From an optimization exercise on the open Yosys and OpenROAD flow, aimed at small area, a short achievable clock period and few clock cycles per item; shortcuts taken in it are not production practice.

==> module sha1_block_ctrl, before the edit <==
module sha1_block_ctrl (
  input  logic         clk,
  input  logic         reset,
  input  logic         init,
  input  logic         word_valid,
  output logic         word_ready,
  input  logic [31:0]  word_data,
  output logic         busy,
  output logic         digest_valid,
  output logic [159:0] digest
);
  logic [3:0]   cnt_q;
  logic [5:0]   p_q;
  logic [1:0]   g_q;
  logic         busy_q, fin_q, dv_q, first_q;
  logic [159:0] h_q;
  logic [31:0]  a_q, b_q, c_q, d_q, pe_q, qd_q;
  logic [31:0]  we_q [8];
  logic [31:0]  wo_q [8];
  logic         take, ld, pq0, step, last, fold;
  logic [1:0]   gn_s;
  logic [5:0]   pn_s;
  logic [31:0]  k_s, pe_x, pe_w, qd_x, qd_w, pe_d, qd_d;
  logic [127:0] st_init;
  logic [31:0]  a1_s, a2_s, wen_s, won_s;
  assign word_ready   = !busy_q && !init;
  assign busy         = busy_q;
  assign digest_valid = dv_q;
  assign digest       = h_q;
  assign take = word_valid && word_ready;
  assign ld   = take && (cnt_q == 4'd0);
  assign pq0  = take && (cnt_q == 4'd2);
  assign step = (busy_q && !fin_q) || (take && !cnt_q[0] && (cnt_q[3:2] != 2'd0));
  assign last = busy_q && !fin_q && (p_q == 6'd39);
  assign fold = last || fin_q;
  assign pn_s = p_q + 6'd1;
  assign gn_s = (pn_s < 6'd10) ? 2'd0 : (pn_s < 6'd20) ? 2'd1 : (pn_s < 6'd30) ? 2'd2 : 2'd3;
  assign k_s  = fold ? 32'd0 : sha1_pkg::k_sel(gn_s);
  assign pe_x = pq0 ? h_q[31:0] : c_q;
  assign pe_w = last ? h_q[31:0] : fin_q ? h_q[95:64] : we_q[7];
  assign qd_x = pq0 ? d_q : fin_q ? b_q : sha1_pkg::rotl30(b_q);
  assign qd_w = last ? h_q[63:32] : fin_q ? h_q[127:96] : wo_q[7];
  assign pe_d = sha1_pkg::add_ks(sha1_pkg::csa_s(pe_x, k_s, pe_w),
                                 sha1_pkg::csa_c(pe_x, k_s, pe_w));
  assign qd_d = sha1_pkg::add_ks(sha1_pkg::csa_s(qd_x, k_s, qd_w),
                                 sha1_pkg::csa_c(qd_x, k_s, qd_w));
  assign wen_s = sha1_pkg::rotl1(wo_q[6] ^ we_q[4] ^ we_q[1] ^ we_q[0]);
  assign won_s = sha1_pkg::rotl1(we_q[7] ^ wo_q[4] ^ wo_q[1] ^ wo_q[0]);
  sha1_round u_round (
    .a_i(a_q), .b_i(b_q), .c_i(c_q), .d_i(d_q), .p_i(pe_q), .q_i(qd_q),
    .g_i(g_q), .a1_o(a1_s), .a2_o(a2_s)
  );
  assign st_init = first_q ? sha1_pkg::H_INIT[159:32] : h_q[159:32];
  always_ff @(posedge clk or posedge reset) begin
    if (reset) begin
      cnt_q   <= 4'd0;
      p_q     <= 6'd0;
      g_q     <= 2'd0;
      busy_q  <= 1'b0;
      fin_q   <= 1'b0;
      dv_q    <= 1'b0;
      first_q <= 1'b1;
    end else if (init) begin
      cnt_q   <= 4'd0;
      p_q     <= 6'd0;
      g_q     <= 2'd0;
      busy_q  <= 1'b0;
      fin_q   <= 1'b0;
      dv_q    <= 1'b0;
      first_q <= 1'b1;
    end else begin
      if (take) begin
        cnt_q <= cnt_q + 4'd1;
        dv_q  <= 1'b0;
        if (cnt_q == 4'd15) busy_q <= 1'b1;
      end
      if (ld) begin
        first_q <= 1'b0;
        p_q     <= 6'd0;
        g_q     <= 2'd0;
      end else if (step) begin
        p_q <= pn_s;
        g_q <= gn_s;
      end
      if (last) fin_q <= 1'b1;
      if (fin_q) begin
        fin_q  <= 1'b0;
        busy_q <= 1'b0;
        dv_q   <= 1'b1;
      end
    end
  end
  always_ff @(posedge clk) begin
    if (ld && first_q) begin
      h_q <= sha1_pkg::H_INIT;
    end else if (last) begin
      h_q[31:0]  <= pe_d;
      h_q[63:32] <= qd_d;
    end else if (fin_q) begin
      h_q[95:64]   <= pe_d;
      h_q[127:96]  <= qd_d;
      h_q[159:128] <= sha1_pkg::add_bk(h_q[159:128], a_q);
    end
    if (ld) begin
      {a_q, b_q, c_q, d_q} <= st_init;
    end else if (step) begin
      a_q <= a2_s;
      b_q <= a1_s;
      c_q <= sha1_pkg::rotl30(a_q);
      d_q <= sha1_pkg::rotl30(b_q);
    end
    if (pq0 || step) begin
      pe_q <= pe_d;
      qd_q <= qd_d;
    end
  end
  always_ff @(posedge clk) begin
    if (busy_q || (take && !cnt_q[0])) begin
      for (int i = 0; i < 7; i++) we_q[i] <= we_q[i+1];
      we_q[7] <= busy_q ? wen_s : word_data;
    end
    if (busy_q || (take && cnt_q[0])) begin
      for (int i = 0; i < 7; i++) wo_q[i] <= wo_q[i+1];
      wo_q[7] <= busy_q ? won_s : word_data;
    end
  end
endmodule
Settings: LEC_CHECK=0, ABC_CLOCK_PERIOD_IN_PS=5000, CAP_MARGIN=20, CORE_MARGIN=2, CORE_UTILIZATION=40, PLACE_DENSITY=0.55, SETUP_SLACK_MARGIN=5.0, SLEW_MARGIN=20; clock period 10.0 ns.
run.sh (not shown) runs the stock make flow with config.mk's settings and CLKGATE_MAP_FILE= SYNTH_SCRIPT=/design/flow/synth_recipe.tcl, a recipe that flattens the netlist after the stock synthesis.
Then changed:
--- a/flow/design.v
+++ b/flow/design.v
@@ -128,66 +128,64 @@
   output logic         digest_valid,
   output logic [159:0] digest
 );
   logic [3:0]   cnt_q;
   logic [5:0]   p_q;
   logic [1:0]   g_q;
-  logic         busy_q, fin_q, dv_q, first_q;
+  logic         busy_q, dv_q, first_q;
   logic [159:0] h_q;
   logic [31:0]  a_q, b_q, c_q, d_q, pe_q, qd_q;
   logic [31:0]  we_q [8];
   logic [31:0]  wo_q [8];
-  logic         take, ld, pq0, step, last, fold;
+  logic         take, ld, pq0, step, last;
   logic [1:0]   gn_s;
   logic [5:0]   pn_s;
-  logic [31:0]  k_s, pe_x, pe_w, qd_x, qd_w, pe_d, qd_d;
-  logic [127:0] st_init;
+  logic [31:0]  k_s, pe_x, qd_x, pe_d, qd_d;
+  logic [159:0] sum_s, h_next;
   logic [31:0]  a1_s, a2_s, wen_s, won_s;
   assign word_ready   = !busy_q && !init;
   assign busy         = busy_q;
   assign digest_valid = dv_q;
-  assign digest       = h_q;
   assign take = word_valid && word_ready;
   assign ld   = take && (cnt_q == 4'd0);
   assign pq0  = take && (cnt_q == 4'd2);
-  assign step = (busy_q && !fin_q) || (take && !cnt_q[0] && (cnt_q[3:2] != 2'd0));
-  assign last = busy_q && !fin_q && (p_q == 6'd39);
-  assign fold = last || fin_q;
+  assign step = busy_q || (take && !cnt_q[0] && (cnt_q[3:2] != 2'd0));
+  assign last = busy_q && (p_q == 6'd39);
+  assign sum_s  = {sha1_pkg::add_ks(h_q[159:128], a_q), sha1_pkg::add_ks(h_q[127:96], b_q),
+                   sha1_pkg::add_ks(h_q[95:64], c_q), sha1_pkg::add_ks(h_q[63:32], d_q),
+                   h_q[31:0]};
+  assign digest = sum_s;
+  assign h_next = first_q ? sha1_pkg::H_INIT : sum_s;
   assign pn_s = p_q + 6'd1;
   assign gn_s = (pn_s < 6'd10) ? 2'd0 : (pn_s < 6'd20) ? 2'd1 : (pn_s < 6'd30) ? 2'd2 : 2'd3;
-  assign k_s  = fold ? 32'd0 : sha1_pkg::k_sel(gn_s);
+  assign k_s  = sha1_pkg::k_sel(gn_s);
   assign pe_x = pq0 ? h_q[31:0] : c_q;
-  assign pe_w = last ? h_q[31:0] : fin_q ? h_q[95:64] : we_q[7];
-  assign qd_x = pq0 ? d_q : fin_q ? b_q : sha1_pkg::rotl30(b_q);
-  assign qd_w = last ? h_q[63:32] : fin_q ? h_q[127:96] : wo_q[7];
-  assign pe_d = sha1_pkg::add_ks(sha1_pkg::csa_s(pe_x, k_s, pe_w),
-                                 sha1_pkg::csa_c(pe_x, k_s, pe_w));
-  assign qd_d = sha1_pkg::add_ks(sha1_pkg::csa_s(qd_x, k_s, qd_w),
-                                 sha1_pkg::csa_c(qd_x, k_s, qd_w));
+  assign qd_x = pq0 ? d_q : sha1_pkg::rotl30(b_q);
+  assign pe_d = sha1_pkg::add_ks(sha1_pkg::csa_s(pe_x, k_s, we_q[7]),
+                                 sha1_pkg::csa_c(pe_x, k_s, we_q[7]));
+  assign qd_d = sha1_pkg::add_ks(sha1_pkg::csa_s(qd_x, k_s, wo_q[7]),
+                                 sha1_pkg::csa_c(qd_x, k_s, wo_q[7]));
   assign wen_s = sha1_pkg::rotl1(wo_q[6] ^ we_q[4] ^ we_q[1] ^ we_q[0]);
   assign won_s = sha1_pkg::rotl1(we_q[7] ^ wo_q[4] ^ wo_q[1] ^ wo_q[0]);
   sha1_round u_round (
     .a_i(a_q), .b_i(b_q), .c_i(c_q), .d_i(d_q), .p_i(pe_q), .q_i(qd_q),
     .g_i(g_q), .a1_o(a1_s), .a2_o(a2_s)
   );
-  assign st_init = first_q ? sha1_pkg::H_INIT[159:32] : h_q[159:32];
   always_ff @(posedge clk or posedge reset) begin
     if (reset) begin
       cnt_q   <= 4'd0;
       p_q     <= 6'd0;
       g_q     <= 2'd0;
       busy_q  <= 1'b0;
-      fin_q   <= 1'b0;
       dv_q    <= 1'b0;
       first_q <= 1'b1;
     end else if (init) begin
       cnt_q   <= 4'd0;
       p_q     <= 6'd0;
       g_q     <= 2'd0;
       busy_q  <= 1'b0;
-      fin_q   <= 1'b0;
       dv_q    <= 1'b0;
       first_q <= 1'b1;
     end else begin
       if (take) begin
         cnt_q <= cnt_q + 4'd1;
         dv_q  <= 1'b0;
@@ -198,33 +196,26 @@
         p_q     <= 6'd0;
         g_q     <= 2'd0;
       end else if (step) begin
         p_q <= pn_s;
         g_q <= gn_s;
       end
-      if (last) fin_q <= 1'b1;
-      if (fin_q) begin
-        fin_q  <= 1'b0;
+      if (last) begin
         busy_q <= 1'b0;
         dv_q   <= 1'b1;
       end
     end
   end
   always_ff @(posedge clk) begin
-    if (ld && first_q) begin
-      h_q <= sha1_pkg::H_INIT;
+    if (ld) begin
+      h_q <= h_next;
     end else if (last) begin
-      h_q[31:0]  <= pe_d;
-      h_q[63:32] <= qd_d;
-    end else if (fin_q) begin
-      h_q[95:64]   <= pe_d;
-      h_q[127:96]  <= qd_d;
-      h_q[159:128] <= sha1_pkg::add_bk(h_q[159:128], a_q);
+      h_q[31:0] <= sha1_pkg::add_ks(h_q[31:0], c_q);
     end
     if (ld) begin
-      {a_q, b_q, c_q, d_q} <= st_init;
+      {a_q, b_q, c_q, d_q} <= h_next[159:32];
     end else if (step) begin
       a_q <= a2_s;
       b_q <= a1_s;
       c_q <= sha1_pkg::rotl30(a_q);
       d_q <= sha1_pkg::rotl30(b_q);
     end
Routed wire length went up by 5.9%; die area grows by 10%; design area rose by 14%; critical path depth is lower by 4; synthesized area grows by 10%; maximum frequency falls by 2.1%; hold slack barely changes; setup slack is worse by 0.14 ns; count of clock-buffer cells in the layout rose by 6; non-clock buffer count rises by 192.
Function was not checked in any run of this note: the RTL went through the layout flow alone.

static timing again, ports no longer ideal:
No port has a modelled driver above. Below, the same layouts with a new extraction and two added sets of constraints.
Step 1 sets driving cells, clkbuf_16 on the clock port and buf_2 on the other inputs (assumed; they add their load-dependent delay and slew).
Step 2 also shifts input and output timing later by t, the mid clock arrival at the registers, as if the neighbouring blocks saw the same clock.
Three values: ideal, step 1, step 2; two values: the first two.
run | shift t [ns] | setup slack, ns | hold WS [ns]
the first run | 0.767 | 3.290 / 3.290 / 2.995 | 0.407 / 0.407 / 0.407
the second run | 0.792 | 3.149 / 3.149 / 3.149 | 0.406 / 0.406 / 0.406
After both steps every run listed still meets setup and hold. The setup slack of the first run, which loses most, moves by 0.000 ns with the drivers and by -0.295 ns with both steps.
